Context: an optimization exercise on an open-source flow, tuned for small area. The choices shown serve that exercise and are no tape-out recipe.
Only simulation tests tie the RTL to the original design; equivalence was not proved.
Power is estimated from default activity; no workload was simulated.

--- design/flow/design.v ---
package iida_pkg;
    localparam int DEPTH = 16;
    localparam int IDX_W = $clog2(DEPTH);
    localparam int CNT_W = 5;
    localparam int WORD_W = 32;
    typedef enum logic [2:0] {
        MODE_APPEND = 3'd0,
        MODE_INSERT = 3'd1,
        MODE_DELETE = 3'd2,
        MODE_DROP   = 3'd3,
        MODE_READ   = 3'd4
    } t_mode;
    typedef enum logic [1:0] {
        ST_OK    = 2'd0,
        ST_FULL  = 2'd1,
        ST_RANGE = 2'd2,
        ST_EMPTY = 2'd3
    } t_status;
    typedef struct packed {
        logic                     append;
        logic                     insert;
        logic                     delete_at;
        logic [CNT_W-1:0]         pos;
        logic [CNT_W-1:0]         count;
        logic signed [WORD_W-1:0] value;
    } t_cell_cmd;
endpackage
module iida_cell (
    input  logic                              i_clk,
    input  logic [iida_pkg::IDX_W-1:0]        i_index,
    input  iida_pkg::t_cell_cmd               i_cmd,
    input  logic signed [iida_pkg::WORD_W-1:0] i_left,
    input  logic signed [iida_pkg::WORD_W-1:0] i_right,
    output logic signed [iida_pkg::WORD_W-1:0] o_word
);
    logic signed [iida_pkg::WORD_W-1:0] r_word;
    logic signed [iida_pkg::WORD_W-1:0] n_word;
    logic [iida_pkg::CNT_W-1:0]         index_ext;
    assign index_ext = iida_pkg::CNT_W'(i_index);
    always_comb begin
        n_word = r_word;
        if (i_cmd.append && (index_ext == i_cmd.count)) begin
            n_word = i_cmd.value;
        end else if (i_cmd.insert) begin
            if (index_ext == i_cmd.pos) begin
                n_word = i_cmd.value;
            end else if (index_ext > i_cmd.pos) begin
                n_word = i_left;
            end
        end else if (i_cmd.delete_at && (index_ext >= i_cmd.pos)) begin
            n_word = i_right;
        end
    end
    always_ff @(posedge i_clk) begin
        r_word <= n_word;
    end
    assign o_word = r_word;
endmodule
module indexed_insert_delete_array_top (
    input  logic                               i_clk,
    input  logic                               i_rst_n,
    input  logic                               i_cfg_valid,
    output logic                               o_cfg_ready,
    input  logic [iida_pkg::CNT_W-1:0]         i_cfg_capacity_limit,
    input  logic                               i_in_valid,
    output logic                               o_in_ready,
    input  logic [2:0]                         i_mode,
    input  logic [iida_pkg::CNT_W-1:0]         i_position,
    input  logic signed [iida_pkg::WORD_W-1:0] i_value,
    output logic                               o_out_valid,
    input  logic                               i_out_ready,
    output logic [1:0]                         o_status,
    output logic signed [iida_pkg::WORD_W-1:0] o_read_word,
    output logic [iida_pkg::CNT_W-1:0]         o_entry_count
);
    logic [iida_pkg::CNT_W-1:0]         r_cap_reg;
    logic [iida_pkg::CNT_W-1:0]         r_count;
    logic [iida_pkg::CNT_W-1:0]         n_count;
    logic                     r_out_valid;
    logic [1:0]               r_status;
    logic signed [iida_pkg::WORD_W-1:0] r_read_word;
    logic [iida_pkg::CNT_W-1:0]         r_entry_count;
    logic                     accept;
    logic [iida_pkg::CNT_W-1:0]         cap;
    logic                     full;
    iida_pkg::t_status                  status;
    logic signed [iida_pkg::WORD_W-1:0] word;
    iida_pkg::t_cell_cmd                cmd;
    logic signed [iida_pkg::WORD_W-1:0] cell_word [iida_pkg::DEPTH];
    assign o_cfg_ready = 1'b1;
    assign o_in_ready  = !r_out_valid || i_out_ready;
    assign accept      = i_in_valid && o_in_ready;
    always_comb begin
        if (r_cap_reg == '0) begin
            cap = iida_pkg::CNT_W'(1);
        end else if (r_cap_reg > iida_pkg::CNT_W'(iida_pkg::DEPTH)) begin
            cap = iida_pkg::CNT_W'(iida_pkg::DEPTH);
        end else begin
            cap = r_cap_reg;
        end
    end
    assign full = (r_count >= cap);
    always_comb begin
        status        = iida_pkg::ST_OK;
        word          = '0;
        n_count       = r_count;
        cmd.append    = 1'b0;
        cmd.insert    = 1'b0;
        cmd.delete_at = 1'b0;
        cmd.pos       = i_position;
        cmd.count     = r_count;
        cmd.value     = i_value;
        unique case (i_mode)
            iida_pkg::MODE_APPEND: begin
                if (full) begin
                    status = iida_pkg::ST_FULL;
                end else begin
                    cmd.append = accept;
                    n_count    = r_count + iida_pkg::CNT_W'(1);
                end
            end
            iida_pkg::MODE_INSERT: begin
                if (i_position > r_count) begin
                    status = iida_pkg::ST_RANGE;
                end else if (full) begin
                    status = iida_pkg::ST_FULL;
                end else begin
                    cmd.insert = accept;
                    n_count    = r_count + iida_pkg::CNT_W'(1);
                end
            end
            iida_pkg::MODE_DELETE: begin
                if (r_count == '0) begin
                    status = iida_pkg::ST_EMPTY;
                end else if (i_position >= r_count) begin
                    status = iida_pkg::ST_RANGE;
                end else begin
                    cmd.delete_at = accept;
                    n_count       = r_count - iida_pkg::CNT_W'(1);
                end
            end
            iida_pkg::MODE_DROP: begin
                if (r_count == '0) begin
                    status = iida_pkg::ST_EMPTY;
                end else begin
                    n_count = r_count - iida_pkg::CNT_W'(1);
                end
            end
            iida_pkg::MODE_READ: begin
                if (i_position >= r_count) begin
                    status = iida_pkg::ST_RANGE;
                end else begin
                    word = cell_word[i_position[iida_pkg::IDX_W-1:0]];
                end
            end
            default: begin
            end
        endcase
    end
    for (genvar g = 0; g < iida_pkg::DEPTH; g++) begin : g_cell
        logic signed [iida_pkg::WORD_W-1:0] left_word;
        logic signed [iida_pkg::WORD_W-1:0] right_word;
        if (g == 0) begin : g_first
            assign left_word = '0;
        end else begin : g_inner_l
            assign left_word = cell_word[g-1];
        end
        if (g == iida_pkg::DEPTH - 1) begin : g_last
            assign right_word = '0;
        end else begin : g_inner_r
            assign right_word = cell_word[g+1];
        end
        iida_cell u_cell (
            .i_clk   (i_clk),
            .i_index (iida_pkg::IDX_W'(g)),
            .i_cmd   (cmd),
            .i_left  (left_word),
            .i_right (right_word),
            .o_word  (cell_word[g])
        );
    end
    always_ff @(posedge i_clk) begin
        if (!i_rst_n) begin
            r_cap_reg   <= iida_pkg::CNT_W'(iida_pkg::DEPTH);
            r_count     <= '0;
            r_out_valid <= 1'b0;
        end else begin
            if (i_cfg_valid) begin
                r_cap_reg <= i_cfg_capacity_limit;
            end
            if (accept) begin
                r_count     <= n_count;
                r_out_valid <= 1'b1;
            end else if (i_out_ready) begin
                r_out_valid <= 1'b0;
            end
        end
    end
    always_ff @(posedge i_clk) begin
        if (accept) begin
            r_status      <= status;
            r_read_word   <= word;
            r_entry_count <= n_count;
        end
    end
    assign o_out_valid   = r_out_valid;
    assign o_status      = r_status;
    assign o_read_word   = r_read_word;
    assign o_entry_count = r_entry_count;
endmodule
--- design/flow/run.sh ---
#!/bin/bash
# synth_recipe.tcl (not shown) runs the flow's synth.tcl, then flattens the netlist and writes it again
# the make line also repeats each setting of config.mk as NAME=value (left out here)
make -C /OpenROAD-flow-scripts/flow DESIGN_CONFIG=/design/flow/config.mk WORK_HOME=/design/flow/orfs CLKGATE_MAP_FILE= SYNTH_SCRIPT=/design/flow/synth_recipe.tcl finish
--- design/flow/config.mk ---
export PLATFORM = sky130hd
export DESIGN_NAME = indexed_insert_delete_array_top
export DESIGN_NICKNAME = indexed_insert_delete_array_top
export VERILOG_FILES = /design/flow/design.v
export SDC_FILE = /design/flow/constraint.sdc
export NUM_CORES = 4
export LEC_CHECK = 0
export CAP_MARGIN = 20
export CORE_MARGIN = 2
export CORE_UTILIZATION = 40
export SLEW_MARGIN = 20
--- design/flow/constraint.sdc ---
create_clock -name core_clock -period 5.0 [get_ports {i_clk}]
set_input_delay 1.0000 -clock core_clock [delete_from_list [all_inputs] [get_ports {i_clk}]]
set_output_delay 1.0000 -clock core_clock [all_outputs]
set_load 0.01 [all_outputs]
==> summary.txt <==
Synth Area per Inst=between 10 and 15 sq um; status=complete, no violations; CTS root buf=clkbuf_16; Storage cell area=roughly 17000 sq um; Vias/cell=7.58; footprint of the multi-input gates=13900 sq um; Core Rows=slightly above 100; post-route cell area=36600 sq um; max reg flops=512; Syn Inst Count=about 2900; critical path's slowest cell=nand4_1; Crit path top cell by count=buf_4; Syn Nets=2961; Post-CTS Setup Repair Bufs=0; CP max stage delay=0.58 ns; Die Width=between 200 and 300 um; Rel. slew slack=0.169; Worst EP required=about 5.2 ns; reg2reg start=r_count[0]$_SDFFE_PN0P_; crit path kind=flop to flop; CTS H-tree depth=3; WP buf/inv=4; fin cells=between 4000 and 5000; Worst Tran Pin Value=~1.2 ns; placed cell count=3879; largest net degree at the start of global routing=~120; Final Hold Violating Endpoints=0; Routability Congestion=around 0.99; Syn. warnings=3; synth-to-layout area growth=15.7%; #FFs+latches synth=approximately 560; total CTS buffers=66; Core ar.=a little under 80000 sq um; Power Density=between 300 and 400 nW/um^2; CTS tree=done; top flop regs=g_cell.u_cell.r_word x512, r_read_word x32; crit-path leading delay family=buffers and inverters; Final ANT Viol Nets=0; first-pass GRT wire length=around 220 mm; Post-Route WL=between 150 and 200 mm; PortBufs=90; crit path cell chain=inv_1 > ha_1 > nor2b_1 > o21ai_1 > a211oi_4 > buf_12 > nand4_1 > buf_4 > o21ai_4 > buf_4; CTS sink cnt=between 500 and 600; worst-skew pair later-pin latency=about 0.63 ns; final net count=between 2000 and 3000; Min Hold Slack=approximately 0.53 ns; Post-DP HPWL=97.6 mm; detailed router's first-iteration violation count=slightly below 6000; hold_buf cts=0; area share of the leading cell type in the synthesized netlist=0.523; Final Skew=~0.03 ns; Total Neg Setup Slack=0 ns; Hold WC Path Type=flop to flop; grt ovf=0; Post-synth EDFFs=between 500 and 600; RSZ-0062 raised after global routing=false; Leak=12.5 nW; maxcap violations=0; Primary FF master, synth=edfxtp_1; min Tclk post-route=between 4 and 5 ns; synth unique cells=79; Slew Viols, Final=0; crit path DAT=between 4 and 5 ns; clk buf depth=3; fraction of registers with async set/reset=0; top cells by area, synth=edfxtp_1 52%, a2bb2oi_1 8.8%, o22ai_1 4.7%; crit path from=r_count[0]$_SDFFE_PN0P_; Peak VDD IR=between 0.00015 and 0.0002 V; initial antenna violation count=8; pre-CTS setup slack=between 0.4 and 0.5 ns; crit path max fanout=between 70 and 80; Final period util=0.858; Starting Density=0.402; # DRC=0; register with the most flip-flops=g_cell.u_cell.r_word; vias post-DR=between 30000 and 40000; number of global-route vias before repair=between 20000 and 30000; clock transition at the registers of the reported paths=~0.06 ns; first drt pass iteration count=9; Mapped Area=31600 sq um; Seq/Total Area, Yosys=0.530; Die Ht=about 290 um; Setup crit end kind=flop; HP Start=r_cap_reg[0]$_SDFFE_PN0P_; Worst Setup Start Kind=flop; post-CTS sizing=0; filler instances=approximately 7000; fraction of layout cells with a size suffix above 1=0.137; DR WL/cell=between 30 and 40 um; IO Count=92; Die Area=between 80000 and 90000 sq um; f_max=between 200 and 250 MHz; final setup margin=~0.71 ns; Placement Cell Area=34500 sq um; # setup viols final=0; post-synth top area cell=edfxtp_1; Tot GR Track Use=0.373
[worst reg2reg max path: cells and delay by family, from the launching register on]
family | cells | cell delay (ns)
buf+inv | 4 | 1.61
compound gates | 3 | 0.71
simple gates | 2 | 0.70
flops | 1 | 0.50
fa+ha+maj | 1 | 0.35
[cell families after synthesis]
group,share of synthesized area
adder cells (fa/ha/maj),0.00633
multiplexers,0.0154
buffers and inverters,0.0478
other,0.000119
XOR/XNOR,0.000277
flip-flops,0.530
AND/OR/NAND/NOR,0.111
AO/OA/AOI/OAI,0.289
[synth_stat cells, types with 17 or more instances]
library cell and number:
buf_2 109, nor2_1 262, or2_0 17, nand4_1 23, a22oi_1 132, mux2i_1 42
o21ai_1 22, edfxtp_1 551, o21ai_0 131, and3_1 71, nand3_1 166, a22o_1 29
a2bb2oi_1 318, a221oi_1 17, nand2_1 64, a21oi_1 64, o221a_2 32, a222oi_1 18
clkbuf_1 181, a221o_1 71, a32o_1 35, o22ai_1 237, buf_1 32, nor3_1 44
[area by class of cell]
class / instances / area share
Antenna cell: 5 / 0.000342
Inverter: 16 / 0.00164
Timing Repair Buffer: 267 / 0.0677
Tap cell: 1050 / 0.0359
Clock inverter: 41 / 0.00978
Multi-Input combinational cell: 1984 / 0.379
Clock buffer: 77 / 0.0474
Sequential cell: 562 / 0.458
[routing by layer]
layer  track usage  vias to the layer above  wire length (um)
met1         0.469                    14800             55700
met5        0.0134                        -               143
met4         0.224                        8             11300
met3         0.146                      727             24900
li1              -                    11900                 -
met2         0.538                     2964             64700
[cell usage in the layout, fill, tap and decap left out, drive strengths merged, types with 7 or more instances in the layout]
master           n
a211oi           8
a21o             7
a21oi           64
a221o           71
a221oi          17
a222oi          18
a22o            29
a22oi          132
a2bb2oi        318
a32o            35
a32oi            9
and2             9
and3            71
buf            181
clkbuf          77
clkdlybuf4s50   86
clkinv          33
dfxtp           11
edfxtp         551
ha              16
inv             15
mux2i           42
nand2           65
nand3          166
nand4           23
nor2           262
nor2b           14
nor3            45
o2111ai         10
o21a             8
o21ai          153
o221a           32
o22ai          237
o31ai            7
or2             34
[worst paths after layout]
kind	end	slack, ns	depth (start not counted)
max	g_cell[11].u_cell.r_word[11]$_DFFE_PP_	0.71	10
min	r_cap_reg[0]$_SDFFE_PN0P_	0.53	2
min reg2reg	r_cap_reg[0]$_SDFFE_PN0P_	0.53	2
max reg2reg	g_cell[11].u_cell.r_word[11]$_DFFE_PP_	0.71	10
[report_power, final]
group          leakage, nW  total [mW]  switching (mW)  internal, mW
combinational         6.39        1.03           0.682         0.351
sequential            5.05        5.20          0.0293          5.17
clock                 1.02        4.89            2.10          2.79
total                 12.5        11.1            2.81          8.32
[per-stage QoR]
step / total power, mW / utilization
6_report: 11.1 / 0.465
5_1_grt: 11.3 / 0.465
4_1_cts: 11.1 / 0.465
3_5_place_dp: 6.28 / 0.438
3_3_place_gp: 6.27 / 0.438
2_1_floorplan: 5.83 / -

==> port drivers added, routing unchanged <==
The flow's constraints put no driver on any port. The routed layout listed below was extracted and timed again, unchanged, in two steps. Step 1 (the two cells are an assumption about what drives the block):
set clk [get_ports {i_clk}]
set_driving_cell -lib_cell sky130_fd_sc_hd__clkbuf_16 $clk
set_driving_cell -lib_cell sky130_fd_sc_hd__buf_2 [delete_from_list [all_inputs] $clk]
Step 2 also shifts input and output timing later by t, the mid clock arrival at the registers, as if the neighbouring blocks saw the same clock. Three values: ideal, step 1, step 2; two values: the first two.
t, ns: 0.685
slack for setup (ns): 0.711 / 0.711 / 0.278
worst setup path after step 2: input to register
After both steps setup and hold are still met in this run. For this run, drivers alone change the setup slack by 0.000 ns; drivers and shift together by -0.433 ns.
